Context: an optimization exercise on an open-source flow, tuned for small area, a short achievable clock period and few clock cycles per item. The choices shown serve that exercise and are no tape-out recipe. In this exercise RTL edits were held to simulation tests only and were not proved equivalent to the original. No activity file was given, so power comes from the tool's default toggle rates.

==> flow/flow/run.sh <==
#!/bin/bash
# Layout flow: the standard flow's own layout (standard.sh) with two changes:
#  - no full/half adder cells in synthesis (ADDER_MAP_FILE empty), so abc
#    maps the carry logic as plain gates;
#  - port buffers are buf_2 cells instead of the default delay buffers.
# Everything else (synthesis script, floorplan, power grid, placement, CTS,
# routing) is the standard flow. make's full output goes to flow_make.log.
set -euo pipefail
bash standard.sh ADDER_MAP_FILE= "BUFFER_PORTS_ARGS=-buffer_cell sky130_fd_sc_hd__buf_2" finish > flow_make.log 2>&1
==> flow/standard.sh <==
#!/bin/bash
# synth_recipe.tcl (not shown) runs the flow's synth.tcl, then flattens the netlist and writes it again
# the make line also repeats each setting of config.mk as NAME=value (left out here)
make -C /OpenROAD-flow-scripts/flow DESIGN_CONFIG=/design/flow/config.mk WORK_HOME=/design/flow/orfs CLKGATE_MAP_FILE= SYNTH_SCRIPT=/design/flow/synth_recipe.tcl "${@:-finish}"
==> flow/config.mk <==
export PLATFORM = sky130hd
export DESIGN_NAME = button_gesture_matcher
export DESIGN_NICKNAME = button_gesture_matcher
export VERILOG_FILES = /design/flow/design.v
export SDC_FILE = /design/flow/constraint.sdc
export NUM_CORES = 4
export LEC_CHECK = 0
export ABC_AREA = 1
export CAP_MARGIN = 20
export CORE_MARGIN = 2
export CORE_UTILIZATION = 65
export CTS_BUF_LIST = sky130_fd_sc_hd__clkbuf_8
export CTS_CLUSTER_DIAMETER = 60
export CTS_CLUSTER_SIZE = 15
export PLACE_DENSITY = 0.7
export SETUP_SLACK_MARGIN = 3.3
export SLEW_MARGIN = 20
==> flow/constraint.sdc <==
create_clock -name core_clock -period 5.7 [get_ports {i_clk}]
set_input_delay 1.1400 -clock core_clock [delete_from_list [all_inputs] [get_ports {i_clk}]]
set_output_delay 1.1400 -clock core_clock [all_outputs]
set_load 0.01 [all_outputs]
==> flow/design.v <==
package bgm_pkg;
    localparam int BUTTONS_DEF = 4;
    localparam int ENTRIES_DEF = 8;
    localparam int PIN_W    = 4;
    localparam int MODES_W  = 8;
    localparam int IDX_W    = 3;
    localparam int TIME_W   = 32;
    localparam int MS_W     = 16;
    localparam int COUNT_W  = 4;
    localparam int TABLE_W  = 64;
    localparam int CFG_W    = 64;
    localparam int CFG_IDX_W = 2;
    localparam logic [CFG_IDX_W-1:0] REG_DEBOUNCE = 2'd0;
    localparam logic [CFG_IDX_W-1:0] REG_LONG_MS  = 2'd1;
    localparam logic [CFG_IDX_W-1:0] REG_COUNT    = 2'd2;
    localparam logic [CFG_IDX_W-1:0] REG_TABLE    = 2'd3;
    localparam logic [MS_W-1:0]    DEBOUNCE_RST = 16'd50;
    localparam logic [MS_W-1:0]    LONG_MS_RST  = 16'd700;
    localparam logic [COUNT_W-1:0] COUNT_RST    = 4'd0;
    localparam logic [TABLE_W-1:0] TABLE_RST    = 64'd0;
    localparam logic [1:0] MODE_RELEASED = 2'd0;
    localparam logic [1:0] MODE_HELD     = 2'd1;
    localparam logic [1:0] MODE_RISING   = 2'd2;
    localparam logic [1:0] MODE_FALLING  = 2'd3;
    localparam logic [1:0] CODE_IGNORE     = 2'd0;
    localparam logic [1:0] CODE_CLICK      = 2'd1;
    localparam logic [1:0] CODE_HOLD_CLICK = 2'd2;
    localparam logic [1:0] CODE_HOLD       = 2'd3;
    function automatic logic cout16(input logic [15:0] g, input logic [15:0] t,
                                    input logic cin);
        logic [7:0] g1, t1;
        logic [3:0] g2, t2;
        logic [1:0] g3, t3;
        for (int i = 0; i < 8; i++) begin
            g1[i] = g[2*i+1] | (t[2*i+1] & g[2*i]);
            t1[i] = t[2*i+1] & t[2*i];
        end
        for (int i = 0; i < 4; i++) begin
            g2[i] = g1[2*i+1] | (t1[2*i+1] & g1[2*i]);
            t2[i] = t1[2*i+1] & t1[2*i];
        end
        for (int i = 0; i < 2; i++) begin
            g3[i] = g2[2*i+1] | (t2[2*i+1] & g2[2*i]);
            t3[i] = t2[2*i+1] & t2[2*i];
        end
        cout16 = g3[1] | (t3[1] & g3[0]) | (t3[1] & t3[0] & cin);
    endfunction
    function automatic logic ge16(input logic [15:0] a, input logic [15:0] b);
        ge16 = cout16(a & ~b, a | ~b, 1'b1);
    endfunction
    function automatic logic hz16(input logic [15:0] a, input logic [15:0] b,
                                  input logic borrow);
        logic [15:0] nb, x, c;
        nb = ~b;
        x  = a ^ nb;
        c  = {a[14:0] | nb[14:0], !borrow};
        hz16 = &(~(x ^ c));
    endfunction
    typedef struct packed {
        logic [TIME_W-1:0] now_ms;
        logic [PIN_W-1:0]  pin_levels;
    } t_in_item;
    typedef struct packed {
        logic [MODES_W-1:0] button_modes;
        logic               matched;
        logic [IDX_W-1:0]   match_index;
    } t_out_item;
endpackage
module bgm_lane (
    input  logic                        i_clk,
    input  logic                        i_rising,     
    input  logic [bgm_pkg::TIME_W-1:0]  i_now,
    input  logic [bgm_pkg::MS_W-1:0]    i_long_ms,
    output logic                        o_en,         
    output logic                        o_hi_zero,    
    output logic                        o_lo_ge       
);
    logic [bgm_pkg::TIME_W-1:0] r_stamp;
    logic [15:0] w_x, w_y, w_z, w_p, w_q;
    logic        w_borrow, w_c16;
    assign w_x = i_now[15:0];
    assign w_y = ~r_stamp[15:0];
    assign w_z = ~i_long_ms;
    assign w_p = (w_x ^ w_z) ^ w_y;
    assign w_q = (w_x & w_z) | ((w_x | w_z) & w_y);
    assign w_c16 = bgm_pkg::cout16({w_p[15:1] & w_q[14:0], 1'b1},
                                   {w_p[15:1] | w_q[14:0], 1'b1}, 1'b0);
    assign w_borrow = !bgm_pkg::ge16(i_now[15:0], r_stamp[15:0]);
    assign o_hi_zero = bgm_pkg::hz16(i_now[31:16], r_stamp[31:16], w_borrow);
    assign o_lo_ge   = w_borrow ? (w_q[15] | w_c16) : (w_q[15] & w_c16);
    assign o_en      = !i_rising && (r_stamp != '0);
    always_ff @(posedge i_clk) begin
        if (i_rising) r_stamp <= i_now;
    end
endmodule
module bgm_merge (
    input  logic [3:0]                     i_fall,     
    input  logic [3:0]                     i_held,     
    input  logic [3:0]                     i_long,
    input  logic [bgm_pkg::TABLE_W-1:0]    i_table,
    input  logic [7:0]                     i_scan,     
    output logic                           o_matched,
    output logic [bgm_pkg::IDX_W-1:0]      o_index
);
    logic [7:0] w_hit;
    for (genvar e = 0; e < 8; e++) begin : g_entry
        logic [3:0] w_btn_hit;
        for (genvar b = 0; b < 4; b++) begin : g_btn
            logic [1:0] w_code;
            assign w_code = i_table[8*e + 2*b +: 2];
            always_comb begin
                case (w_code)
                    bgm_pkg::CODE_CLICK:      w_btn_hit[b] = i_fall[b] && !i_long[b];
                    bgm_pkg::CODE_HOLD_CLICK: w_btn_hit[b] = i_fall[b] &&  i_long[b];
                    bgm_pkg::CODE_HOLD:       w_btn_hit[b] = i_held[b] &&  i_long[b];
                    default:                  w_btn_hit[b] = 1'b0;
                endcase
            end
        end
        assign w_hit[e] = (|w_btn_hit) && i_scan[e];
    end
    assign o_matched = |w_hit;
    always_comb begin
        o_index = '0;
        for (int e = 7; e >= 0; e--) begin
            if (w_hit[e]) o_index = bgm_pkg::IDX_W'(e);
        end
    end
endmodule
module button_gesture_matcher (
    input  logic                            i_clk,
    input  logic                            i_rst_n,
    input  logic                            i_in_valid,
    output logic                            o_in_stall,
    input  logic [35:0]                     i_in_item,
    output logic                            o_out_valid,
    input  logic                            i_out_stall,
    output logic [11:0]                     o_out_item,
    input  logic                            i_cfg_we,
    input  logic [bgm_pkg::CFG_IDX_W-1:0]   i_cfg_index,
    input  logic [bgm_pkg::CFG_W-1:0]       i_cfg_data
);
    logic [bgm_pkg::MS_W-1:0]    r_debounce;
    logic [bgm_pkg::MS_W-1:0]    r_long_ms;
    logic [bgm_pkg::COUNT_W-1:0] r_count;
    logic [bgm_pkg::TABLE_W-1:0] r_table;
    logic                        r_table_set;
    logic                        r_long_zero;
    logic [bgm_pkg::TIME_W-1:0]  r_sample_time;
    logic [16:0]                 r_limit;
    logic                        r_fix;
    logic [3:0]                  r_sampled;
    logic [3:0]                  r_prev;
    logic [3:0]                  r_en;
    logic [3:0]                  r_hi_zero;
    logic [3:0]                  r_lo_ge;
    logic                        r_s_valid;
    logic [11:0]                 r_head;
    logic                        r_head_valid;
    logic [bgm_pkg::TIME_W-1:0]  w_now;
    logic [3:0]                  w_pins;
    logic                        w_accept;
    logic                        w_take;
    logic                        w_push;
    logic                        w_borrow;
    logic                        w_hi_zero;
    logic                        w_c2;
    logic                        w_lo_gt;
    logic                        w_resample;
    logic [3:0]                  w_rising;
    logic [3:0]                  w_en;
    logic [3:0]                  w_hi_zero_l;
    logic [3:0]                  w_lo_ge_l;
    logic [3:0]                  w_long;
    logic [7:0]                  w_scan;
    logic [7:0]                  w_modes;
    logic                        w_matched;
    logic [bgm_pkg::IDX_W-1:0]   w_index;
    logic [11:0]                 w_result;
    logic                        w_deb_write;
    logic                        n_s_valid;
    logic                        n_head_valid;
    logic [15:0]                 w_limit_a;
    logic [15:0]                 w_limit_b;
    assign w_now  = i_in_item[35:4];
    assign w_pins = i_in_item[3:0];
    assign w_take      = r_head_valid && !i_out_stall;
    assign w_push      = r_s_valid && (!r_head_valid || w_take);
    assign o_in_stall  = (r_s_valid && r_head_valid && i_out_stall) || r_fix;
    assign w_accept    = i_in_valid && !o_in_stall;
    assign o_out_valid = r_head_valid;
    assign o_out_item  = r_head;
    assign w_borrow   = !bgm_pkg::ge16(w_now[15:0], r_sample_time[15:0]);
    assign w_hi_zero  = bgm_pkg::hz16(w_now[31:16], r_sample_time[31:16], w_borrow);
    assign w_c2       = bgm_pkg::ge16(w_now[15:0], r_limit[15:0]);
    assign w_lo_gt    = w_borrow ? (!r_limit[16] || w_c2) : (!r_limit[16] && w_c2);
    assign w_resample = !w_hi_zero || w_lo_gt;
    assign w_limit_a  = r_fix ? r_sample_time[15:0] : w_now[15:0];
    assign w_limit_b  = r_debounce;
    assign w_deb_write = i_cfg_we && (i_cfg_index == bgm_pkg::REG_DEBOUNCE);
    always_ff @(posedge i_clk) begin
        if (!i_rst_n || (w_accept && w_resample))
            r_sample_time <= i_rst_n ? w_now : '0;
        if (!i_rst_n || (w_accept && w_resample) || r_fix)
            r_limit <= i_rst_n ? ({1'b0, w_limit_a} + {1'b0, w_limit_b} + 17'd1)
                               : 17'(bgm_pkg::DEBOUNCE_RST) + 17'd1;
    end
    always_ff @(posedge i_clk) begin
        if (!i_rst_n) begin
            r_sampled     <= '0;
            r_prev        <= '0;
        end else if (w_accept) begin
            r_sampled <= w_resample ? w_pins : r_sampled;
            r_prev    <= r_sampled;
        end
    end
    assign w_rising = r_sampled & ~r_prev;
    for (genvar b = 0; b < 4; b++) begin : g_lane
        bgm_lane u_lane (
            .i_clk     (i_clk),
            .i_rising  (w_rising[b]),
            .i_now     (w_now),
            .i_long_ms (r_long_ms),
            .o_en      (w_en[b]),
            .o_hi_zero (w_hi_zero_l[b]),
            .o_lo_ge   (w_lo_ge_l[b])
        );
    end
    always_ff @(posedge i_clk) begin
        if (w_accept) begin
            r_en      <= w_en;
            r_hi_zero <= w_hi_zero_l;
            r_lo_ge   <= w_lo_ge_l;
        end
    end
    assign w_long = {4{r_long_zero}} | (r_en & (~r_hi_zero | r_lo_ge));
    for (genvar e = 0; e < 8; e++) begin : g_scan
        assign w_scan[e] = r_table_set &&
                           (r_count[3] || (bgm_pkg::COUNT_W'(e) < r_count));
    end
    for (genvar b = 0; b < 4; b++) begin : g_mode
        assign w_modes[2*b +: 2] = {r_sampled[b] ^ r_prev[b], r_prev[b]};
    end
    bgm_merge u_merge (
        .i_fall    (r_prev & ~r_sampled),
        .i_held    (r_prev &  r_sampled),
        .i_long    (w_long),
        .i_table   (r_table),
        .i_scan    (w_scan),
        .o_matched (w_matched),
        .o_index   (w_index)
    );
    assign w_result = {w_modes, w_matched, w_index};
    assign n_s_valid    = w_accept || (r_s_valid && !w_push);
    assign n_head_valid = w_push || (r_head_valid && !w_take);
    always_ff @(posedge i_clk) begin
        if (!i_rst_n) begin
            r_s_valid    <= 1'b0;
            r_head_valid <= 1'b0;
            r_fix        <= 1'b0;
        end else begin
            r_s_valid    <= n_s_valid;
            r_head_valid <= n_head_valid;
            r_fix        <= w_deb_write;
        end
    end
    always_ff @(posedge i_clk) begin
        if (w_push) r_head <= w_result;
    end
    always_ff @(posedge i_clk) begin
        if (!i_rst_n) begin
            r_debounce  <= bgm_pkg::DEBOUNCE_RST;
            r_long_ms   <= bgm_pkg::LONG_MS_RST;
            r_long_zero <= 1'b0;
            r_count     <= bgm_pkg::COUNT_RST;
            r_table_set <= 1'b0;
        end else if (i_cfg_we) begin
            case (i_cfg_index)
                bgm_pkg::REG_DEBOUNCE: r_debounce <= i_cfg_data[bgm_pkg::MS_W-1:0];
                bgm_pkg::REG_LONG_MS: begin
                    r_long_ms   <= i_cfg_data[bgm_pkg::MS_W-1:0];
                    r_long_zero <= (i_cfg_data[bgm_pkg::MS_W-1:0] == '0);
                end
                bgm_pkg::REG_COUNT:    r_count     <= i_cfg_data[bgm_pkg::COUNT_W-1:0];
                default:               r_table_set <= 1'b1;
            endcase
        end
    end
    always_ff @(posedge i_clk) begin
        if (i_cfg_we && i_cfg_index == bgm_pkg::REG_TABLE) r_table <= i_cfg_data;
    end
endmodule
==> impl_results.md, run 1 <==
- Worst VDD drop: between 0.0002 and 0.0003 V
- Startpoint class of the critical path: primary input
- GP Congestion: between 1 and 1.5
- Initial DRC count: between 2k and 2.5k
- Filler Cell Count: slightly above 2k
- Area Overhead vs Synth: 16.2%
- Data arrival, critical path: 1.58 ns
- Root Driver: clkbuf_8
- # IOs: 121
- Fmax: 0.368 GHz
- Final WL: 59.4 mm
- Post-synth top area share: a little over two fifths
- Setup tns final: 0 ns
- Critical Path RT: 4.56 ns
- Final setup margin: 2.98 ns
- Leak: 9.68 nW
- CTS H-tree lvls: 1
- Non-filler instance count after layout: 2960
- Worst Skew: approximately 0.030 ns
- CTS Buf Count: 29
- PD cells: 246 nW/um2
- GRT Overall Usage: a little under two fifths
- Design Power: 5.41 mW
- Avg Cell Area, Syn: 7.91 um2
- Die ar.: 30400 um2
- Mapped cell area: 18900 um2
- Fin crit share: 47.7%
- Setup WS pre-CTS: 2.21 ns
- Most used DFF post-synth: edfxtp_1
- Yosys warns: 3
- Hold Buf Count CTS: 0
- Worst min-delay path category: reg -> reg
- Reg clk slew, reported paths: 0.09 ns
- CTS tree: yes
- Relative slew slack: around 41%
- Core footprint: 28600 um2
- Max_cap viols: 0
- WS Path Type: in -> out
- Dominant cell by count in the synthesized netlist: nand2_1
- Synth area leader: edfxtp_1
- Grt ovf: 0
- FP Rows: 62
- Vias in the first global route: 16.4k
- CTS Buffer Depth: 3
- Unrepaired setup endpoints after global routing: true
- #FFs+latches synth: between 300 and 400
- Slowest cell on crit path: nor2_4
- Nets: 2661
- Die height: 174 um
- CTS sink cnt: 314
- Synthesized net count: 2497
- Overall via count from detail_route: 17.8k
- Effective utilization at floorplan: between 60% and 70%
- Flip-flop and latch area: 8940 um2
- First-pass GRT wire length: 87.7 mm
- Pre-antenna DRT Iters: 6
- Critical path endpoint category: output pin
- Outcome: no timing/DRC/antenna violations
- Synth cell count leaders: 504 x nand2_1, 376 x inv_1, 267 x nor2_1, 265 x edfxtp_1, 151 x a21oi_1
- Initial antenna violation count: 0
- N_diodes: 0
- Pins over their slew limit: 0
- Ys async rst share: 0%
- Footprint of the multi-input gates: 9070 um2
- CP cell instances: buf_8, nand2_8, nor2_4, inv_2, nand2_2, buf_6
- Yosys cell types: between 60 and 70
- Min Clock Period, post-route: between 2 and 3 ns
- Post-synth EDFFs: 265
- Wire per inst: roughly 20 um
- Worst Tran Pin Value: 0.880 ns
- Layout cell share with drive strength beyond 1: 18.3%
- Avg Vias per Cell: 6.01
- Synthesized instance count: between 2k and 2.5k
- Sequential cell area fraction in the yosys report: 47.3%
- Die X: 174 um
- Top cells by area, synth: edfxtp_1 42%, nand2_1 10%, inv_1 7.5%
- CP max FO: 2
- DP HPWL: 42.3 mm
- Final setup violation count: 0
- Final ANT Viol Nets: 0
- CP peak stage delay: 0.10 ns
- Largest net degree at the start of global routing: 66
- Buffers on Ports: 120
- Clock latency on the worst-skew pair: 0.64 ns
- Final Hold Viols: 0
- Drt drc: 0
- Dpl cells: 2861
## cell families after synthesis
logic type      share of synthesized area (%)
simple gates                             24.7
compound gates                           14.2
buf+inv                                  9.11
flops                                    47.3
xor+xnor                                 4.58
mux                                     0.106
fa+ha+maj                              0.0596
## critical path: cells and delay by family
kind | cells | cell delay (ns)
buffers and inverters | 3 | 0.24
AND/OR/NAND/NOR | 3 | 0.21
## cell type report
cell class | count | area share (%)
Multi-Input combinational cell | 1639 | 41.3
Sequential cell | 314 | 40.7
Inverter | 398 | 7.24
Timing Repair Buffer | 171 | 5.76
Tap cell | 384 | 2.19
Clock buffer | 31 | 1.94
Clock inverter | 22 | 0.838
Timing Repair inverter | 1 | 0.0228
## repair_timing
action / in CTS / in global routing
gates cloned: 2 / 4
pin swaps: 6 / 44
setup buffers: 16 / 24
endpoints found under the setup margin: 91 / 78
resized for setup: 49 / 158
## through the flow
| stage | utilization [%] | hold WS (ns) | area (um2) |
|---|---|---|---|
| after CTS | 73.8 | 0.489 | 21100 |
| after detailed placement | 70.5 | 0.475 | 20200 |
| after global routing | 76.7 | 0.514 | 22000 |
| after floorplan | - | 0.442 | 19300 |
| final | 76.7 | 0.489 | 22000 |
| after global placement | 70.5 | 0.469 | 20200 |
## final timing paths
path              cells past startpoint  slack [ns]               from             end
setup reg to reg                     10        3.40  r_sample_time[29]      r_limit[0]
hold reg to reg                       2        0.49     r_debounce[12]  r_debounce[12]
setup / recovery                      6        2.98        i_out_stall      o_in_stall
hold / removal                        2        0.49     r_debounce[12]  r_debounce[12]
## routing by layer
metal | vias to the layer above | track usage, % | wire length, um
met5 | - | 0 | 0
met4 | 0 | 14.4 | 3020
met2 | 1059 | 60.5 | 27600
met3 | 212 | 6.82 | 6250
li1 | 8342 | - | -
met1 | 8162 | 49.3 | 22500
## flip-flops by register name, indices dropped and copies added, names as in the netlist, 12 cells and up
signal and cells:
g_lane.u_lane.r_stamp 128, r_debounce 16, r_head 12, r_limit 17, r_long_ms 16, r_sample_time 32
r_table 64
## layout by cell type (no fill, tap or decap), types with 11 or more instances in the layout
| cell | n |
|---|---|
| nand2_1 | 443 |
| inv_1 | 374 |
| edfxtp_1 | 265 |
| nor2_1 | 245 |
| a21oi_1 | 138 |
| o21ai_0 | 125 |
| nand3_1 | 115 |
| buf_2 | 92 |
| xor2_1 | 70 |
| nand2_2 | 62 |
| nand4_1 | 50 |
| dfxtp_1 | 47 |
| buf_4 | 44 |
| o22ai_1 | 42 |
| o211ai_1 | 41 |
| o21ai_1 | 31 |
| clkbuf_8 | 31 |
| nor4_1 | 23 |
| nor2_2 | 21 |
| xnor2_1 | 19 |
| nand3_2 | 18 |
| a21oi_2 | 17 |
| buf_6 | 17 |
| nand2_4 | 16 |
| or2_2 | 15 |
| nand3b_1 | 13 |
| nor2_4 | 12 |
| nor3_2 | 11 |
| o21ai_2 | 11 |
## where the power goes
| group | internal, mW | switching (mW) | total (mW) |
|---|---|---|---|
| Combinational | 0.402 | 0.796 | 1.20 |
| Clock | 0.618 | 0.843 | 1.46 |
| Sequential | 2.65 | 0.101 | 2.75 |
Testbench counts, summed over its fixed seeds: cycles 24,016, items 24,000.
==> inputs of run 2 (changes only) <==
--- a/flow/design.v
+++ b/flow/design.v
@@ -45,13 +45,12 @@
         end
         cout16 = g3[1] | (t3[1] & g3[0]) | (t3[1] & t3[0] & cin);
     endfunction
-    function automatic logic ge16(input logic [15:0] a, input logic [15:0] b);
-        ge16 = cout16(a & ~b, a | ~b, 1'b1);
+    function automatic logic ge16n(input logic [15:0] a, input logic [15:0] nb);
+        ge16n = cout16(a & nb, a | nb, 1'b1);
     endfunction
-    function automatic logic hz16(input logic [15:0] a, input logic [15:0] b,
+    function automatic logic hz16(input logic [15:0] a, input logic [15:0] nb,
                                   input logic borrow);
-        logic [15:0] nb, x, c;
-        nb = ~b;
+        logic [15:0] x, c;
         x  = a ^ nb;
         c  = {a[14:0] | nb[14:0], !borrow};
         hz16 = &(~(x ^ c));
@@ -70,27 +69,27 @@
     input  logic                        i_clk,
     input  logic                        i_rising,     
     input  logic [bgm_pkg::TIME_W-1:0]  i_now,
-    input  logic [bgm_pkg::MS_W-1:0]    i_long_ms,
+    input  logic [bgm_pkg::MS_W-1:0]    i_long_ms_n,  
     output logic                        o_en,         
     output logic                        o_hi_zero,    
     output logic                        o_lo_ge       
 );
-    logic [bgm_pkg::TIME_W-1:0] r_stamp;
+    logic [bgm_pkg::TIME_W-1:0] r_stamp_n;
     logic [15:0] w_x, w_y, w_z, w_p, w_q;
     logic        w_borrow, w_c16;
     assign w_x = i_now[15:0];
-    assign w_y = ~r_stamp[15:0];
-    assign w_z = ~i_long_ms;
+    assign w_y = r_stamp_n[15:0];
+    assign w_z = i_long_ms_n;
     assign w_p = (w_x ^ w_z) ^ w_y;
     assign w_q = (w_x & w_z) | ((w_x | w_z) & w_y);
     assign w_c16 = bgm_pkg::cout16({w_p[15:1] & w_q[14:0], 1'b1},
                                    {w_p[15:1] | w_q[14:0], 1'b1}, 1'b0);
-    assign w_borrow = !bgm_pkg::ge16(i_now[15:0], r_stamp[15:0]);
-    assign o_hi_zero = bgm_pkg::hz16(i_now[31:16], r_stamp[31:16], w_borrow);
+    assign w_borrow = !bgm_pkg::ge16n(i_now[15:0], r_stamp_n[15:0]);
+    assign o_hi_zero = bgm_pkg::hz16(i_now[31:16], r_stamp_n[31:16], w_borrow);
     assign o_lo_ge   = w_borrow ? (w_q[15] | w_c16) : (w_q[15] & w_c16);
-    assign o_en      = !i_rising && (r_stamp != '0);
-    always_ff @(posedge i_clk) begin
-        if (i_rising) r_stamp <= i_now;
+    assign o_en      = !i_rising && (r_stamp_n != '1);
+    always_ff @(posedge i_clk) begin
+        if (i_rising) r_stamp_n <= ~i_now;
     end
 endmodule
 module bgm_merge (
@@ -141,13 +140,13 @@
     input  logic [bgm_pkg::CFG_W-1:0]       i_cfg_data
 );
     logic [bgm_pkg::MS_W-1:0]    r_debounce;
-    logic [bgm_pkg::MS_W-1:0]    r_long_ms;
+    logic [bgm_pkg::MS_W-1:0]    r_long_ms_n;      
     logic [bgm_pkg::COUNT_W-1:0] r_count;
     logic [bgm_pkg::TABLE_W-1:0] r_table;
     logic                        r_table_set;
     logic                        r_long_zero;
-    logic [bgm_pkg::TIME_W-1:0]  r_sample_time;
-    logic [16:0]                 r_limit;
+    logic [bgm_pkg::TIME_W-1:0]  r_sample_time_n;  
+    logic [16:0]                 r_limit_n;        
     logic                        r_fix;
     logic [3:0]                  r_sampled;
     logic [3:0]                  r_prev;
@@ -156,12 +155,16 @@
     logic [3:0]                  r_lo_ge;
     logic                        r_s_valid;
     logic [11:0]                 r_head;
+    logic [11:0]                 r_tail;
     logic                        r_head_valid;
+    logic                        r_tail_valid;
+    logic                        r_stall;
     logic [bgm_pkg::TIME_W-1:0]  w_now;
     logic [3:0]                  w_pins;
     logic                        w_accept;
     logic                        w_take;
     logic                        w_push;
+    logic                        w_head_free;
     logic                        w_borrow;
     logic                        w_hi_zero;
     logic                        w_c2;
@@ -180,30 +183,32 @@
     logic                        w_deb_write;
     logic                        n_s_valid;
     logic                        n_head_valid;
+    logic                        n_tail_valid;
     logic [15:0]                 w_limit_a;
     logic [15:0]                 w_limit_b;
     assign w_now  = i_in_item[35:4];
     assign w_pins = i_in_item[3:0];
+    assign o_in_stall  = r_stall;
+    assign w_accept    = i_in_valid && !r_stall;
     assign w_take      = r_head_valid && !i_out_stall;
-    assign w_push      = r_s_valid && (!r_head_valid || w_take);
-    assign o_in_stall  = (r_s_valid && r_head_valid && i_out_stall) || r_fix;
-    assign w_accept    = i_in_valid && !o_in_stall;
+    assign w_push      = r_s_valid && (!r_tail_valid || w_take);
+    assign w_head_free = !r_head_valid || (w_take && !r_tail_valid);
     assign o_out_valid = r_head_valid;
     assign o_out_item  = r_head;
-    assign w_borrow   = !bgm_pkg::ge16(w_now[15:0], r_sample_time[15:0]);
-    assign w_hi_zero  = bgm_pkg::hz16(w_now[31:16], r_sample_time[31:16], w_borrow);
-    assign w_c2       = bgm_pkg::ge16(w_now[15:0], r_limit[15:0]);
-    assign w_lo_gt    = w_borrow ? (!r_limit[16] || w_c2) : (!r_limit[16] && w_c2);
+    assign w_borrow   = !bgm_pkg::ge16n(w_now[15:0], r_sample_time_n[15:0]);
+    assign w_hi_zero  = bgm_pkg::hz16(w_now[31:16], r_sample_time_n[31:16], w_borrow);
+    assign w_c2       = bgm_pkg::ge16n(w_now[15:0], r_limit_n[15:0]);
+    assign w_lo_gt    = w_borrow ? (r_limit_n[16] || w_c2) : (r_limit_n[16] && w_c2);
     assign w_resample = !w_hi_zero || w_lo_gt;
-    assign w_limit_a  = r_fix ? r_sample_time[15:0] : w_now[15:0];
+    assign w_limit_a  = r_fix ? ~r_sample_time_n[15:0] : w_now[15:0];
     assign w_limit_b  = r_debounce;
     assign w_deb_write = i_cfg_we && (i_cfg_index == bgm_pkg::REG_DEBOUNCE);
     always_ff @(posedge i_clk) begin
         if (!i_rst_n || (w_accept && w_resample))
-            r_sample_time <= i_rst_n ? w_now : '0;
+            r_sample_time_n <= i_rst_n ? ~w_now : '1;
         if (!i_rst_n || (w_accept && w_resample) || r_fix)
-            r_limit <= i_rst_n ? ({1'b0, w_limit_a} + {1'b0, w_limit_b} + 17'd1)
-                               : 17'(bgm_pkg::DEBOUNCE_RST) + 17'd1;
+            r_limit_n <= i_rst_n ? ~({1'b0, w_limit_a} + {1'b0, w_limit_b} + 17'd1)
+                                 : ~(17'(bgm_pkg::DEBOUNCE_RST) + 17'd1);
     end
     always_ff @(posedge i_clk) begin
         if (!i_rst_n) begin
@@ -220,7 +225,7 @@
             .i_clk     (i_clk),
             .i_rising  (w_rising[b]),
             .i_now     (w_now),
-            .i_long_ms (r_long_ms),
+            .i_long_ms_n (r_long_ms_n),
             .o_en      (w_en[b]),
             .o_hi_zero (w_hi_zero_l[b]),
             .o_lo_ge   (w_lo_ge_l[b])
@@ -252,25 +257,33 @@
     );
     assign w_result = {w_modes, w_matched, w_index};
     assign n_s_valid    = w_accept || (r_s_valid && !w_push);
-    assign n_head_valid = w_push || (r_head_valid && !w_take);
+    assign n_head_valid = w_push || !w_head_free;
+    assign n_tail_valid = (w_take && r_tail_valid) ? w_push :
+                          (w_head_free ? 1'b0 : (r_tail_valid || w_push));
     always_ff @(posedge i_clk) begin
         if (!i_rst_n) begin
             r_s_valid    <= 1'b0;
             r_head_valid <= 1'b0;
+            r_tail_valid <= 1'b0;
             r_fix        <= 1'b0;
+            r_stall      <= 1'b0;
         end else begin
             r_s_valid    <= n_s_valid;
             r_head_valid <= n_head_valid;
+            r_tail_valid <= n_tail_valid;
             r_fix        <= w_deb_write;
-        end
-    end
-    always_ff @(posedge i_clk) begin
-        if (w_push) r_head <= w_result;
+            r_stall      <= (n_s_valid && n_head_valid && n_tail_valid) || w_deb_write;
+        end
+    end
+    always_ff @(posedge i_clk) begin
+        if (w_take && r_tail_valid) r_head <= r_tail;
+        else if (w_head_free && w_push) r_head <= w_result;
+        if (w_push && !w_head_free) r_tail <= w_result;
     end
     always_ff @(posedge i_clk) begin
         if (!i_rst_n) begin
             r_debounce  <= bgm_pkg::DEBOUNCE_RST;
-            r_long_ms   <= bgm_pkg::LONG_MS_RST;
+            r_long_ms_n <= ~bgm_pkg::LONG_MS_RST;
             r_long_zero <= 1'b0;
             r_count     <= bgm_pkg::COUNT_RST;
             r_table_set <= 1'b0;
@@ -278,7 +291,7 @@
             case (i_cfg_index)
                 bgm_pkg::REG_DEBOUNCE: r_debounce <= i_cfg_data[bgm_pkg::MS_W-1:0];
                 bgm_pkg::REG_LONG_MS: begin
-                    r_long_ms   <= i_cfg_data[bgm_pkg::MS_W-1:0];
+                    r_long_ms_n <= ~i_cfg_data[bgm_pkg::MS_W-1:0];
                     r_long_zero <= (i_cfg_data[bgm_pkg::MS_W-1:0] == '0);
                 end
                 bgm_pkg::REG_COUNT:    r_count     <= i_cfg_data[bgm_pkg::COUNT_W-1:0];
--- a/flow/config.mk
+++ b/flow/config.mk
@@ -8,10 +8,9 @@
 export ABC_AREA = 1
 export CAP_MARGIN = 20
 export CORE_MARGIN = 2
-export CORE_UTILIZATION = 65
+export CORE_UTILIZATION = 60
 export CTS_BUF_LIST = sky130_fd_sc_hd__clkbuf_8
 export CTS_CLUSTER_DIAMETER = 60
 export CTS_CLUSTER_SIZE = 15
-export PLACE_DENSITY = 0.7
 export SETUP_SLACK_MARGIN = 3.3
 export SLEW_MARGIN = 20
==> impl_results.md, run 2 <==
- Outcome: no timing/DRC/antenna violations
- Clock Power Share: 27.6% (+0.6 points)
- Synth area leader: edfxtp_1
- Relative slew slack: 29.9% (-11 points)
- Critical Path RT: 6.03 ns (+1.47 ns)
- Footprint of the multi-input gates: 9180 um2 (+1.2%)
- Mux contribution to synthesized area: 0.276% (+0.17 points)
- Net Sw Power: 1.70 mW (-2.4%)
- DP HPWL: 41.1 mm (-2.9%)
- Max_cap viols: 0 (unchanged)
- Cell-internal power: 3.75 mW (+2.1%)
- Sw Share: 31.2% (-0.99 points)
- Final Instance Area: 21900 um2 (-0.47%)
- Most used DFF post-synth: edfxtp_1
- CP cell instances: buf_4, inv_2, o211ai_1, nand2_1, nand2_1, nand2_1, inv_1, nand2_1, nor2_2, nand2_2, a21oi_2, nand3_4, nand2_8, nand3_4
- Compound-gate portion of the synthesized area: 14.6% (+0.45 points)
- Yosys warns: 3 (unchanged)
- Critical R2R Launch: r_sample_time_n[17]
- Synth Area in Simple Gates: 24.4% (-0.21 points)
- Avg Vias per Cell: 5.91 (-1.7%)
- Synth cell count leaders: 510 x nand2_1, 296 x inv_1, 277 x edfxtp_1, 222 x nor2_1, 208 x o21ai_0
- Final ANT Viol Nets: 0 (unchanged)
- Die height: 182 um (+4.3%)
- Wire per inst: 19.4 um (-3.2%)
- Pre-antenna DRT Iters: 5 (-1)
- Largest net degree at the start of global routing: 66 (unchanged)
- Mapped cell area: 19000 um2 (+0.71%)
- Worst min-delay path category: reg -> reg
- Grt ovf: 0 (unchanged)
- R2R setup slack: 3.39 ns (about the same)
- Avg Cell Area, Syn: 8.11 um2 (+2.6%)
- Sequential cell area fraction in the yosys report: 49.1% (+1.8 points)
- Drt drc: 0 (unchanged)
- Wire length on met2: 25.7 mm (-6.8%)
- Register with the highest flop count: g_lane.u_lane.r_stamp_n
- Hold path start: r_prev[3]
- Root Driver: clkbuf_8
- Unrepaired setup endpoints after global routing: true
- Post-Place Cell Area: 20200 um2 (+0.11%)
- Most common cell on crit path: nand2_1
- Min Clock Period, post-route: 2.45 ns (-0.270 ns)
- R2R depth: 13 (+3)
- Top cells by area, synth: edfxtp_1 44%, nand2_1 10%, inv_1 5.8%
- Reg-to-reg endpoint: r_limit_n[10]
- Synthesized instance count: 2345 (-1.9%)
- Largest registers: g_lane.u_lane.r_stamp_n: 128 flops, r_table: 64 flops, r_sample_time_n: 32 flops
- GP Congestion: 0.964 (-5.1%)
- Startpoint class of the critical path: primary input
- Dpl cells: 2813 (-1.7%)
- Slowest cell on crit path: o211ai_1
- Fin crit share: 43.0% (-4.7 points)
- Reg clk slew, reported paths: 0.09 ns (about the same)
- Vias in the first global route: 15.5k (-5.6%)
- Ys async rst share: 0% (unchanged)
- Final WL: 56.2 mm (-5.5%)
- Synthesized net count: 2452 (-1.8%)
- Filler Cell Count: 2594 (+26%)
- Core footprint: 31400 um2 (+9.7%)
- WL met3: 5.14 mm (-18%)
- Final setup violation count: 0 (unchanged)
- Initial antenna violation count: 2 (+2)
- Most frequent cells in the layout: 457 x nand2_1, 279 x inv_1, 277 x edfxtp_1
- Final Hold Viols: 0 (unchanged)
- Adder-cell share of the synthesized area: 0.0526% (-0.0070 points)
- Data arrival, critical path: 2.79 ns (+1.21 ns)
- FP Rows: 65 (+4.8%)
- Nets: 2575 (-3.2%)
- Dominant cell by count in the synthesized netlist: nand2_1
- Hold path depth: 0 (-2)
- Setup tns final: 0 ns (unchanged)
- CP max FO: 10 (+8)
- PD cells: 249 nW/um2 (+1.1%)
- Pins over their slew limit: 0 (unchanged)
- Worst Skew: 0.0245 ns (-0.00565 ns)
- WS Path Type: in -> reg
- CTS H-tree lvls: 1 (unchanged)
- Hold Buf Count CTS: 0 (unchanged)
- Met1 WL: 23.7 mm (+5.3%)
- Die ar.: 33200 um2 (+8.9%)
- CTS Buffer Depth: 3 (unchanged)
- Top Metal Used: met5
- #FFs+latches synth: 328 (+4.5%)
- Largest family of logic cells by synthesized area: simple AND/OR/NAND/NOR gates
- Critical path endpoint category: flop
- Worst Tran Pin Value: 1.05 ns (+0.168 ns)
- Commonest non-fill, non-tap cell in the layout: nand2_1
- CTS sink cnt: 328 (+4.5%)
- Largest register FFs: 128 (unchanged)
- Fmax: 0.408 GHz (+11%)
- Worst VDD drop: 0.000230 V (-8.2%)
- Post-synth top area share: 43.7% (+1.6 points)
- Clock latency on the worst-skew pair: 0.64 ns (about the same)
- Logic pwr share: 19.8% (-2.3 points)
- First-pass GRT wire length: 84.8 mm (-3.4%)
- Buffers on Ports: 120 (unchanged)
- Layout cell share with drive strength beyond 1: 18.5% (+0.19 points)
- Initial DRC count: 1576 (-30%)
- CTS tree: yes
- # IOs: 121 (unchanged)
- Overall via count from detail_route: 17.1k (-3.9%)
- CP peak stage delay: 0.26 ns (+0.16 ns)
- Leak: 9.08 nW (-6.1%)
- Yosys cell types: 57 (-8.1%)
- Design Power: 5.45 mW (+0.67%)
- Xor/xnor share of the synthesized area: 3.87% (-0.72 points)
- N_diodes: 0 (unchanged)
- GRT Overall Usage: 33.1% (-3.9 points)
- Non-filler instance count after layout: 2892 (-2.3%)
- Die X: 182 um (+4.3%)
- Crit path from: i_in_item[24]
- Reg power frac: 52.6% (+1.7 points)
- Post-synth EDFFs: 277 (+4.5%)
- Area Overhead vs Synth: 14.9%
- Worst Hold Endpoint: r_tail[10]
- Effective utilization at floorplan: 60.6% (-5.4 points)
- CTS Buf Count: 31 (+6.9%)
- Flip-flop and latch area: 9350 um2 (+4.5%)
-- run 2: stage by stage --
stage	hold WS, ns	worst slack (ns)	util, %
floorplan	0.430	2.52	-
finish	0.474	3.25	69.6
global placement	0.435	2.31	64.4
global route	0.486	3.13	69.6
detailed placement	0.449	2.24	64.4
CTS	0.477	3.23	67.8
-- run 2: worst max-delay path by stage --
stage / slack (ns) / depth (start not counted) / end
after global routing: 3.13 / 14 / r_limit_n[10]
after detailed placement: 2.24 / 16 / r_limit_n[0]
final: 3.25 / 14 / r_limit_n[10]
after floorplan: 2.52 / 2 / r_table[0]
after global placement: 2.31 / 16 / r_limit_n[4]
after CTS: 3.23 / 14 / r_limit_n[8]
-- run 2: final cells by class --
| class | count | share of cell area, % |
|---|---|---|
| repair buffers | 145 | 4.49 |
| inverters | 307 | 5.52 |
| multi-input cells | 1655 | 42.0 |
| flip-flops and latches | 328 | 42.8 |
| well taps | 402 | 2.30 |
| clock inverters | 24 | 0.967 |
| clock buffers | 31 | 1.95 |
-- run 2: repair_timing --
item	in CTS	in global routing
pin swaps	15	52
buffers inserted	11	8
endpoints found under the setup margin	106	91
gates resized for setup	85	151
gates cloned	5	0
-- run 2: cell families (layout without fill, tap and decap cells) --
logic type	count (synthesis)	after routing
flops	328	328
buf+inv	367	507
compound gates	501	501
fa+ha+maj	1	1
mux	5	5
simple gates	1059	1064
xor+xnor	84	84
-- run 2: critical path, delay by kind of cell --
| family | cells | cell delay [ns] |
|---|---|---|
| buffers and inverters | 3 | 0.27 |
| AO/OA/AOI/OAI | 2 | 0.42 |
| AND/OR/NAND/NOR | 9 | 0.94 |
-- run 2: routing by layer --
layer	track usage, %	up-vias
met4	7.77	4
met1	46.5	7918
met5	0	-
li1	-	8241
met3	5.75	122
met2	54.1	793
-- run 2: power by group through the flow --
stage                     sequential (mW)  clock [mW]  combinational [mW]
after floorplan                      2.88           0               0.704
after CTS                            2.86        1.52                1.00
after global placement               2.91           0               0.941
after detailed placement             2.91           0               0.960
after global routing                 2.88        1.61                1.19
final                                2.87        1.50                1.08
Testbench counts of run 2, summed over its fixed seeds: cycles 24,016, items 24,000.
==> inputs of run 3 (changes only) <==
--- a/flow/config.mk
+++ b/flow/config.mk
@@ -8,9 +8,10 @@
 export ABC_AREA = 1
 export CAP_MARGIN = 20
 export CORE_MARGIN = 2
-export CORE_UTILIZATION = 60
+export CORE_UTILIZATION = 65
 export CTS_BUF_LIST = sky130_fd_sc_hd__clkbuf_8
 export CTS_CLUSTER_DIAMETER = 60
 export CTS_CLUSTER_SIZE = 15
+export PLACE_DENSITY = 0.7
 export SETUP_SLACK_MARGIN = 3.3
 export SLEW_MARGIN = 20
==> impl_results.md, run 3 <==
- Avg Cell Area, Syn: 8.11 um2 (unchanged)
- Crit path from: i_in_item[18]
- Area Overhead vs Synth: 15.4%
- Post-synth top area share: 43.7% (unchanged)
- CTS Buffer Depth: 3 (unchanged)
- Initial DRC count: 1840 (+17%)
- Outcome: no timing/DRC/antenna violations
- Sequential cell area fraction in the yosys report: 49.1% (unchanged)
- CTS H-tree lvls: 1 (unchanged)
- Final WL: 57.5 mm (+2.3%)
- GRT Overall Usage: 36.2% (+3.1 points)
- Yosys warns: 3 (unchanged)
- Unrepaired setup endpoints after global routing: true
- Clock latency on the worst-skew pair: 0.64 ns (about the same)
- Core footprint: 28800 um2 (-8.3%)
- WS Path Type: in -> reg
- GP Congestion: 0.964 (unchanged)
- Pre-antenna DRT Iters: 9 (+4)
- Gr busiest metal: met2
- Synth cell count leaders: 510 x nand2_1, 296 x inv_1, 277 x edfxtp_1, 222 x nor2_1, 208 x o21ai_0
- Layout cell share with drive strength beyond 1: 18.8% (+0.32 points)
- Leak: 9.14 nW (+0.63%)
- Relative slew slack: 30.4% (+0.46 points)
- CP max FO: 12 (+2)
- Pins over their slew limit: 0 (unchanged)
- DP HPWL: 40.8 mm (-0.74%)
- Global Route met1 Usage: 48.7% (+2.2 points)
- Largest net degree at the start of global routing: 66 (unchanged)
- Flip-flop and latch area: 9350 um2 (about the same)
- Post-synth EDFFs: 277 (unchanged)
- Met2 GRT Util: 59.6% (+5.5 points)
- Overall via count from detail_route: 17.7k (+3.8%)
- Worst Tran Pin Value: 1.04 ns (-0.00684 ns)
- CTS tree: yes
- Filler Cell Count: 2102 (-19%)
- Final setup violation count: 0 (unchanged)
- Startpoint class of the critical path: primary input
- Die X: 175 um (-3.8%)
- Largest registers: g_lane.u_lane.r_stamp_n: 128 flops, r_table: 64 flops, r_sample_time_n: 32 flops
- Avg Vias per Cell: 6.14 (+4.1%)
- Initial antenna violation count: 2 (unchanged)
- Dpl cells: 2797 (-0.57%)
- #FFs+latches synth: 328 (unchanged)
- Grt ovf: 0 (unchanged)
- Min Clock Period, post-route: 2.49 ns (+0.0378 ns)
- Critical Path RT: 6.05 ns (+0.02 ns)
- Buffers on Ports: 120 (unchanged)
- Drt drc: 0 (unchanged)
- Hold path start: r_prev[3]
- FP Rows: 62 (-4.6%)
- Worst VDD drop: 0.000233 V (+1.3%)
- Reg clk slew, reported paths: 0.10 ns (about the same)
- Nets: 2585 (+0.39%)
- Setup tns final: 0 ns (unchanged)
- Synth area leader: edfxtp_1
- Die ar.: 30700 um2 (-7.5%)
- Mapped cell area: 19000 um2 (unchanged)
- First-pass GRT wire length: 86.1 mm (+1.6%)
- Die height: 175 um (-3.8%)
- Commonest non-fill, non-tap cell in the layout: nand2_1
- PD cells: 250 nW/um2 (+0.12%)
- Top cells by area, synth: edfxtp_1 44%, nand2_1 10%, inv_1 5.8%
- Fin crit share: 43.7% (+0.66 points)
- Synthesized instance count: 2345 (unchanged)
- Fmax: 0.402 GHz (-1.5%)
- Effective utilization at floorplan: 66.1% (+5.5 points)
- Most frequent cells in the layout: 459 x nand2_1, 279 x inv_1, 277 x edfxtp_1
- Final ANT Viol Nets: 0 (unchanged)
- Critical R2R Launch: r_lo_ge[0]
- CTS Buf Count: 29 (-6.5%)
- Footprint of the multi-input gates: 9180 um2 (about the same)
- Max_cap viols: 0 (unchanged)
- Root Driver: clkbuf_8
- Synthesized net count: 2452 (unchanged)
- Most used DFF post-synth: edfxtp_1
- Final Hold Viols: 0 (unchanged)
- Vias in the first global route: 16.4k (+5.7%)
- Wire per inst: 19.9 um (+2.6%)
- GR Layer Usage met3: 5.79% (+0.040 points)
- Data arrival, critical path: 2.83 ns (+0.04 ns)
- CTS sink cnt: 328 (unchanged)
- Hold Buf Count CTS: 0 (unchanged)
- Dominant cell by count in the synthesized netlist: nand2_1
- Worst Skew: 0.0216 ns (-0.00292 ns)
- N_diodes: 0 (unchanged)
- Worst min-delay path category: reg -> reg
- Largest register FFs: 128 (unchanged)
- # IOs: 121 (unchanged)
- Non-filler instance count after layout: 2885 (-0.24%)
- Register with the highest flop count: g_lane.u_lane.r_stamp_n
- Yosys cell types: 57 (unchanged)
- Ys async rst share: 0% (unchanged)
- Critical path endpoint category: flop
==> run 3: cell types whose count changed in the layout (fill, tap and decap cells not counted), moves of 3 or more <==
| cell | previous run | this run |
|---|---|---|
| inv_8 | 4 | 0 |
| nand2_2 | 47 | 43 |
| xor2_2 | 1 | 7 |
| buf_6 | 13 | 10 |
| o31ai_1 | 3 | 6 |
| nand3_1 | 137 | 134 |
| buf_12 | 5 | 8 |
| a21oi_2 | 21 | 24 |
| buf_4 | 29 | 39 |
| a21oi_1 | 139 | 136 |
| xor2_1 | 62 | 56 |
==> run 3: cell type report <==
cell class                      instances  area share [%]
Clock buffer                           32            2.01
Clock inverter                         22           0.872
Inverter                              307            5.48
Multi-Input combinational cell       1655            41.8
Sequential cell                       328            42.6
Tap cell                              384            2.19
Timing Repair Buffer                  156            5.02
Timing Repair inverter                  1          0.0228
==> run 3: path summary, 6_finish.rpt <==
| path | endpoint | slack (ns) | depth (start not counted) |
|---|---|---|---|
| hold reg to reg | r_tail[10] | 0.49 | 0 |
| hold / removal | r_tail[10] | 0.49 | 0 |
| setup / recovery | r_sample_time_n[30] | 3.21 | 15 |
| setup reg to reg | r_head[3] | 3.35 | 15 |
==> run 3: per-layer routing <==
layer / vias to the layer above / share of wire (%)
met4: 4 / 4.0
li1: 8255 / -
met1: 8324 / 38
met3: 174 / 11
met2: 970 / 47
met5: - / 0.045
==> run 3: cell families after synthesis <==
| group | Yosys count | share of synthesized area [%] |
|---|---|---|
| simple gates | 1059 | 24.4 |
| compound gates | 501 | 14.6 |
| buf+inv | 367 | 7.64 |
| flops | 328 | 49.1 |
| xor+xnor | 84 | 3.87 |
| mux | 5 | 0.276 |
| fa+ha+maj | 1 | 0.0526 |
==> run 3: repair_timing <==
item	4_1_cts	5_1_grt
pin swaps	17	35
buffers inserted	18	10
gates cloned	4	2
setup endpoints to repair	100	96
gates resized for setup	88	148
endpoints found under the hold margin	0	0
==> run 3: worst max-delay path, cell delays in order <==
cell and delay (ns):
buf_6 0.13, inv_6 0.07, a21oi_2 0.11, nand2_1 0.08
a21oi_2 0.16, inv_1 0.10, nor2_2 0.17, nand2_1 0.11
nand3_4 0.10, nand2_1 0.08, nand2_2 0.09, nand3_4 0.10
nand2_8 0.14, buf_12 0.14, nand2_8 0.09
==> run 3: per-stage QoR <==
step | power, mW | cell area (um2) | hold WS (ns) | setup slack, ns | util [%]
4_1_cts | 5.39 | 21300 | 0.472 | 3.29 | 74.0
6_report | 5.48 | 22000 | 0.485 | 3.21 | 76.3
3_3_place_gp | 3.84 | 20200 | 0.438 | 2.33 | 70.2
2_1_floorplan | 3.58 | 19500 | 0.430 | 2.52 | -
3_5_place_dp | 3.87 | 20200 | 0.448 | 2.27 | 70.2
5_1_grt | 5.67 | 22000 | 0.493 | 3.17 | 76.3
==> run 3: where the power goes <==
group          switching [mW]  total, mW  internal (mW)
combinational           0.721       1.09          0.371
sequential              0.116       2.87           2.75
clock                   0.849       1.51          0.666
==> inputs of run 4 (changes only) <==
==> flow/flow/run.sh (replaced) <==
#!/bin/bash
# Layout flow: the standard flow's own layout (standard.sh) with two changes:
#  - no full/half adder cells in synthesis (ADDER_MAP_FILE empty), so abc
#    maps the carry logic as plain gates;
#  - port buffers are buf_1 cells instead of the default delay buffers.
# Everything else (synthesis script, floorplan, power grid, placement, CTS,
# routing) is the standard flow. make's full output goes to flow_make.log.
set -euo pipefail
bash standard.sh ADDER_MAP_FILE= "BUFFER_PORTS_ARGS=-buffer_cell sky130_fd_sc_hd__buf_1" finish > flow_make.log 2>&1
--- a/flow/config.mk
+++ b/flow/config.mk
@@ -8,10 +8,9 @@
 export ABC_AREA = 1
 export CAP_MARGIN = 20
 export CORE_MARGIN = 2
-export CORE_UTILIZATION = 65
+export CORE_UTILIZATION = 60
 export CTS_BUF_LIST = sky130_fd_sc_hd__clkbuf_8
 export CTS_CLUSTER_DIAMETER = 60
 export CTS_CLUSTER_SIZE = 15
-export PLACE_DENSITY = 0.7
 export SETUP_SLACK_MARGIN = 3.3
 export SLEW_MARGIN = 20
==> impl_results.md, run 4 <==
- Outcome: no timing/DRC/antenna violations
- Layout cell share with drive strength beyond 1: 14.1% (-4.7 points)
- Clock Power Share: 27.8% (about the same)
- Register with the highest flop count: g_lane.u_lane.r_stamp_n
- Reg clk slew, reported paths: 0.10 ns (about the same)
- Pins over their slew limit: 0 (unchanged)
- Hold_ws: 0.472 ns (-0.0131 ns)
- Effective utilization at floorplan: 60.6% (-5.5 points)
- Fmax: 0.404 GHz (+0.49%)
- CP peak stage delay: 0.24 ns (+0.07 ns)
- Top cells by area, synth: edfxtp_1 44%, nand2_1 10%, inv_1 5.8%
- Relative slew slack: 29.9% (-0.49 points)
- DP HPWL: 40.8 mm (about the same)
- CTS Buffer Depth: 3 (unchanged)
- CTS H-tree lvls: 1 (unchanged)
- Wire per inst: 19.4 um (-2.6%)
- Avg Vias per Cell: 5.89 (-4.2%)
- CTS Buf Count: 30 (+3.4%)
- Yosys cell types: 57 (unchanged)
- Avg Cell Area, Syn: 8.11 um2 (unchanged)
- Dominant cell by count in the synthesized netlist: nand2_1
- Cell-internal power: 3.76 mW (-0.73%)
- GRT Overall Usage: 33.1% (-3.1 points)
- Initial antenna violation count: 2 (unchanged)
- Mapped cell area: 19000 um2 (unchanged)
- Nets: 2583 (-0.077%)
- Largest net degree at the start of global routing: 66 (unchanged)
- Max_cap viols: 0 (unchanged)
- Slowest cell on crit path: or2_4
- Sequential cell area fraction in the yosys report: 49.1% (unchanged)
- Die height: 182 um (+4.0%)
- CP cell instances: buf_4, or2_4, nand2_1, xnor2_1, nor2_1, nand2_1, nor2_1, nand2_2, a21oi_4, nand3_4, nand2_8, nand3_4
- Logic pwr share: 19.5% (-0.4 points)
- CTS sink cnt: 328 (unchanged)
- Drt drc: 0 (unchanged)
- Worst min-delay path category: reg -> reg
- Synthesized net count: 2452 (unchanged)
- Net Sw Power: 1.68 mW (-0.39%)
- Worst VDD drop: 0.000218 V (-6.5%)
- WP buf/inv: 1 (-3)
- Leak: 8.88 nW (-2.9%)
- # IOs: 121 (unchanged)
- Overall via count from detail_route: 17.1k (-3.7%)
- Clock latency on the worst-skew pair: 0.65 ns (about the same)
- Core footprint: 31400 um2 (+9.1%)
- GP Congestion: 0.912 (-5.3%)
- Unrepaired setup endpoints after global routing: true
- Min Clock Period, post-route: 2.48 ns (-0.0122 ns)
- Synth cell count leaders: 510 x nand2_1, 296 x inv_1, 277 x edfxtp_1, 222 x nor2_1, 208 x o21ai_0
- Area Overhead vs Synth: 14.2%
- Commonest non-fill, non-tap cell in the layout: nand2_1
- CTS tree: yes
- Filler Cell Count: 2596 (+24%)
- Final ANT Viol Nets: 0 (unchanged)
- Final setup violation count: 0 (unchanged)
- #FFs+latches synth: 328 (unchanged)
- Die X: 182 um (+4.0%)
- Buffers on Ports: 120 (unchanged)
- Root Driver: clkbuf_8
- Die ar.: 33200 um2 (+8.1%)
- CP max FO: 12 (unchanged)
- Critical path endpoint category: flop
- Largest register FFs: 128 (unchanged)
- Worst Tran Pin Value: 1.04 ns (+0.00322 ns)
- Reg power frac: 52.7% (+0.3 points)
- Post-synth top area share: 43.7% (unchanged)
- Vias in the first global route: 15.7k (-4.1%)
- Worst Skew: 0.0248 ns (+0.00321 ns)
- Final Hold Viols: 0 (unchanged)
- Most used DFF post-synth: edfxtp_1
- Pre-antenna DRT Iters: 8 (-1)
- Post-synth EDFFs: 277 (unchanged)
- Initial DRC count: 1822 (-0.98%)
- Critical Path RT: 6.05 ns (about the same)
- Grt ovf: 0 (unchanged)
- Most frequent cells in the layout: 468 x nand2_1, 283 x inv_1, 277 x edfxtp_1
- Startpoint class of the critical path: primary input
- Hold Buf Count CTS: 0 (unchanged)
- Sw Share: 30.9% (+0.072 points)
- Fin crit share: 43.5% (-0.21 points)
- Ys async rst share: 0% (unchanged)
- Largest registers: g_lane.u_lane.r_stamp_n: 128 flops, r_table: 64 flops, r_sample_time_n: 32 flops
- Final WL: 56.3 mm (-2.1%)
- PD cells: 250 nW/um2 (+0.36%)
- Synth area leader: edfxtp_1
- Setup tns final: 0 ns (unchanged)
- Synthesized instance count: 2345 (unchanged)
- WS Path Type: in -> reg
- FP Rows: 65 (+4.8%)
- Critical path's top delay family: simple AND/OR/NAND/NOR gates
- Data arrival, critical path: 2.83 ns (about the same)
- First-pass GRT wire length: 84.5 mm (-1.9%)
- Yosys warns: 3 (unchanged)
==> run 4: logic make-up after synthesis <==
| kind of cell | share of synthesized area (%) |
|---|---|
| xor+xnor | 3.87 |
| simple gates | 24.4 |
| flops | 49.1 |
| mux | 0.276 |
| buf+inv | 7.64 |
| compound gates | 14.6 |
| fa+ha+maj | 0.0526 |
==> run 4: final timing paths <==
path	start	to	slack, ns	cells after the start
setup reg to reg	r_sample_time_n[21]	r_limit_n[13]	3.35	15
setup / recovery	i_in_item[34]	r_limit_n[13]	3.22	12
hold / removal	r_prev[0]	r_tail[4]	0.47	0
hold reg to reg	r_prev[0]	r_tail[4]	0.47	0
==> run 4: layer usage <==
layer	share of wire [%]	routed length, um	global-route usage, %	up-vias
met4	2.9	1620	10.9	2
li1	-	-	-	8237
met1	41	23200	45.0	7999
met2	46	25800	53.1	732
met5	0.016	9	0	-
met3	10	5650	7.46	103
==> run 4: cell type report <==
class	count	area (um2)	area share (%)
clock buffers	30	413	1.90
diodes	1	2.50	0.0115
well taps	402	503	2.31
flip-flops and latches	328	9350	43.0
multi-input cells	1655	9090	41.8
repair buffers	154	961	4.42
inverters	307	1200	5.51
clock inverters	24	219	1.01
==> run 4: power by group through the flow <==
stage | Sequential (mW) | Combinational [mW] | Clock (mW)
floorplan | 2.88 | 0.704 | 0
global placement | 2.91 | 0.927 | 0
detailed placement | 2.91 | 0.948 | 0
CTS | 2.86 | 0.990 | 1.53
global route | 2.88 | 1.17 | 1.61
finish | 2.87 | 1.06 | 1.51
==> run 4: timing repair <==
action,CTS,global route
resized for setup,129,128
cloned,5,0
buffers inserted,10,15
setup endpoints to repair,95,91
pin swaps,15,43
==> run 4: stage by stage <==
step | power [mW] | util, % | setup slack (ns) | area (um2) | cells
4_1_cts | 5.38 | 67.3 | 3.27 | 21100 | 2885
6_report | 5.44 | 69.2 | 3.22 | 21700 | 2901
2_1_floorplan | 3.58 | - | 2.52 | 19500 | 2345
5_1_grt | 5.67 | 69.2 | 3.15 | 21700 | 2901
3_3_place_gp | 3.84 | 64.0 | 1.97 | 20100 | 2816
3_5_place_dp | 3.86 | 64.0 | 1.89 | 20100 | 2816
==> run 4: worst register-to-register path: stages (launching register included) <==
cell	delay, ns
edfxtp_1	0.46
inv_1	0.13
nand2_4	0.07
nand2_1	0.07
o21ai_2	0.07
buf_4	0.13
nand2_1	0.06
nand2_1	0.05
inv_1	0.04
nand2_1	0.05
nor2_1	0.11
nand2_2	0.14
a21oi_4	0.17
nand3_4	0.11
nand2_8	0.21
nand3_4	0.18
==> inputs of run 5 (changes only) <==
--- a/flow/config.mk
+++ b/flow/config.mk
@@ -8,7 +8,7 @@
 export ABC_AREA = 1
 export CAP_MARGIN = 20
 export CORE_MARGIN = 2
-export CORE_UTILIZATION = 60
+export CORE_UTILIZATION = 55
 export CTS_BUF_LIST = sky130_fd_sc_hd__clkbuf_8
 export CTS_CLUSTER_DIAMETER = 60
 export CTS_CLUSTER_SIZE = 15
==> impl_results.md, run 5 <==
- Sequential cell area fraction in the yosys report: 49.1% (unchanged)
- CP cell instances: buf_6, inv_4, nand2_1, o21ai_2, inv_1, nand2_1, nand2_1, inv_1, nand2_1, nor2_2, nand2_2, a21oi_4, nand3_4, nand2_8, nand2_8
- Unrepaired setup endpoints after global routing: true
- Drt drc: 0 (unchanged)
- Setup tns final: 0 ns (unchanged)
- Ys async rst share: 0% (unchanged)
- Leak: 9.00 nW (+1.4%)
- CTS tree: yes
- Wire per inst: 19.5 um (+0.30%)
- Initial antenna violation count: 0 (-2)
- Fin crit share: 43.4% (about the same)
- Fmax: 0.404 GHz (about the same)
- Relative slew slack: 39.2% (+9.4 points)
- Reg clk slew, reported paths: 0.10 ns (about the same)
- Compound-gate portion of the synthesized area: 14.6% (unchanged)
- GRT Overall Usage: 31.5% (-1.6 points)
- Final Hold Viols: 0 (unchanged)
- Design Power: 5.68 mW (+4.3%)
- Adder-cell share of the synthesized area: 0.0526% (unchanged)
- Largest registers: g_lane.u_lane.r_stamp_n: 128 flops, r_table: 64 flops, r_sample_time_n: 32 flops
- First-pass GRT wire length: 86.7 mm (+2.7%)
- Final setup violation count: 0 (unchanged)
- Most used DFF post-synth: edfxtp_1
- CTS sink cnt: 328 (unchanged)
- Final WL: 57.9 mm (+2.8%)
- Core footprint: 34300 um2 (+9.2%)
- Hold Buf Count CTS: 0 (unchanged)
- Final ANT Viol Nets: 0 (unchanged)
- Largest register FFs: 128 (unchanged)
- WS Path Type: in -> reg
- Yosys cell types: 57 (unchanged)
- Synth cell count leaders: 510 x nand2_1, 296 x inv_1, 277 x edfxtp_1, 222 x nor2_1, 208 x o21ai_0
- Worst Skew: 0.0375 ns (+0.0127 ns)
- Clock latency on the worst-skew pair: 0.61 ns (-0.04 ns)
- Utilization after layout: 64.9% (-4.4 points)
- Slowest cell on crit path: nand2_8
- Avg Cell Area, Syn: 8.11 um2 (unchanged)
- Largest family of logic cells by synthesized area: simple AND/OR/NAND/NOR gates
- Hold_ws: 0.465 ns (-0.00760 ns)
- Most frequent cells in the layout: 459 x nand2_1, 277 x edfxtp_1, 276 x inv_1
- Post-synth top area share: 43.7% (unchanged)
- Synthesized net count: 2452 (unchanged)
- Synthesized instance count: 2345 (unchanged)
- Post-synth EDFFs: 277 (unchanged)
- Effective utilization at floorplan: 55.5% (-5.1 points)
- Vias in the first global route: 15.6k (-0.32%)
- Critical path endpoint category: flop
- Area Overhead vs Synth: 16.9%
- Overall via count from detail_route: 17.0k (-0.43%)
- CTS Buffer Depth: 3 (unchanged)
- Critical Path RT: 6.00 ns (-0.05 ns)
- Most common cell on crit path: nand2_1
- Pins over their slew limit: 0 (unchanged)
- # IOs: 121 (unchanged)
- Pre-antenna DRT Iters: 5 (-3)
- #FFs+latches synth: 328 (unchanged)
- Grt ovf: 0 (unchanged)
- Synth area leader: edfxtp_1
- GP Congestion: 0.911 (-0.12%)
- Commonest non-fill, non-tap cell in the layout: nand2_1
- Worst min-delay path category: reg -> reg
- DP HPWL: 41.6 mm (+1.9%)
- FP Rows: 68 (+4.6%)
- CP peak stage delay: 0.20 ns (-0.04 ns)
- CTS Buf Count: 34 (+13%)
- Register with the highest flop count: g_lane.u_lane.r_stamp_n
- Min Clock Period, post-route: 2.48 ns (-0.00197 ns)
- Max_cap viols: 0 (unchanged)
- Die X: 190 um (+4.3%)
- Mapped cell area: 19000 um2 (unchanged)
- Buffers on Ports: 120 (unchanged)
- Synth Area in Simple Gates: 24.4% (unchanged)
- Die ar.: 36100 um2 (+8.9%)
- Mux contribution to synthesized area: 0.276% (unchanged)
- Top cells by area, synth: edfxtp_1 44%, nand2_1 10%, inv_1 5.8%
- Layout cell share with drive strength beyond 1: 16.5% (+2.4 points)
- Nets: 2603 (+0.77%)
- Outcome: no timing/DRC/antenna violations
- Data arrival, critical path: 2.77 ns (-0.06 ns)
- Root Driver: clkbuf_8
- Worst Tran Pin Value: 0.904 ns (-0.139 ns)
- Die height: 190 um (+4.3%)
- CTS H-tree lvls: 2 (+1)
- Avg Vias per Cell: 5.72 (-2.9%)
- Worst VDD drop: 0.000222 V (+1.7%)
- Dominant cell by count in the synthesized netlist: nand2_1
- Largest net degree at the start of global routing: 66 (unchanged)
- Startpoint class of the critical path: primary input
- CP max FO: 11 (-1)
- N_diodes: 0 (-1)
- R2R setup slack: 3.34 ns (about the same)
- PD cells: 255 nW/um2 (+1.9%)
- Xor/xnor share of the synthesized area: 3.87% (unchanged)
- Yosys warns: 3 (unchanged)
- Initial DRC count: 1331 (-27%)
## run 5: cell count changes in the layout (fill, tap and decap cells not counted), sizes merged
cell      previous run  this run
diode                1         0
buf                150       168
inv                316       313
bufinv               3         4
clkinv               9         5
clkinvlp             3         9
clkbuf              34        37
## run 5: cell families (layout without fill, tap and decap cells)
| kind of cell | count (synthesis) | after routing |
|---|---|---|
| compound gates | 501 | 501 |
| xor+xnor | 84 | 84 |
| fa+ha+maj | 1 | 1 |
| buf+inv | 367 | 536 |
| flops | 328 | 328 |
| mux | 5 | 5 |
| simple gates | 1059 | 1064 |
## run 5: layout make-up
class	count	area, um2
well taps	455	569
multi-input cells	1655	9310
inverters	307	1200
fillers	2935	12000
repair buffers	170	1060
clock buffers	35	482
flip-flops and latches	328	9350
clock inverters	24	269
## run 5: layer usage
| metal | GRT usage, % | wire, um |
|---|---|---|
| met1 | 43.8 | 24900 |
| met2 | 50.6 | 26400 |
| met3 | 4.93 | 4730 |
| met4 | 10.5 | 1810 |
| met5 | 0 | 0 |
## run 5: path summary, 6_finish.rpt
check                                    start                   to  cells after the start
worst max-delay path             i_in_item[29]  r_sample_time_n[16]                     15
worst max register to register  r_long_ms_n[6]           r_lo_ge[1]                     12
worst min-delay path                 r_prev[2]            r_tail[8]                      0
worst min register to register       r_prev[2]            r_tail[8]                      0
## run 5: report_power, final
group	internal, mW	switching [mW]
sequential	2.75	0.114
combinational	0.373	0.716
clock	0.788	0.931
total	3.92	1.76
## run 5: repair_timing
action,4_1_cts,5_1_grt
gates cloned,5,0
resized for setup,145,156
pin swaps,22,32
setup buffers,14,26
endpoints found under the setup margin,98,88
## run 5: critical path: cells and delay by family
kind	cells	cell delay, ns
AOI/OAI and AO/OA	2	0.33
buffers and inverters	4	0.30
and+or+nand+nor	9	0.98
## run 5: metrics by stage
stage                     worst slack [ns]  cell area [um2]  instances
after floorplan                       2.52            19500       2345
after global placement                1.99            20200       2870
after detailed placement              1.91            20200       2870
after CTS                             3.21            21400       2948
after global routing                  3.13            22200       2974
final                                 3.23            22200       2974

static timing again, ports no longer ideal:
The flow's constraints put no driver on any port. The routed layouts listed below were extracted and timed again, unchanged, in two steps. Step 1 sets driving cells, clkbuf_16 on the clock port and buf_2 on the other inputs (assumed; they add their load-dependent delay and slew). Step 2, shift: input delay + t, output delay - t, t = (earliest + latest rising clock arrival at the registers) / 2. This alone moves slack from input paths to output paths. Three values: ideal ports, drivers, drivers and shift; two values: the first two.
| run | t, ns | setup WS [ns] | worst setup path after step 2 | worst slew at a driven data input, ns |
|---|---|---|---|---|
| run 1 | 0.677 | 2.979 / 2.926 / 2.472 | input to register | 0.08 |
| run 2 | 0.676 | 3.249 / 3.246 / 2.570 | input to register | 0.10 |
| run 3 | 0.681 | 3.211 / 3.182 / 2.500 | input to register | 0.09 |
| run 4 | 0.693 | 3.223 / 3.220 / 2.527 | input to register | 0.09 |
| run 5 | 0.645 | 3.225 / 3.223 / 2.577 | input to register | 0.09 |
After both steps every run listed still meets setup and hold. The setup slack of run 3, which loses most, moves by -0.029 ns with the drivers and by -0.711 ns with both steps.
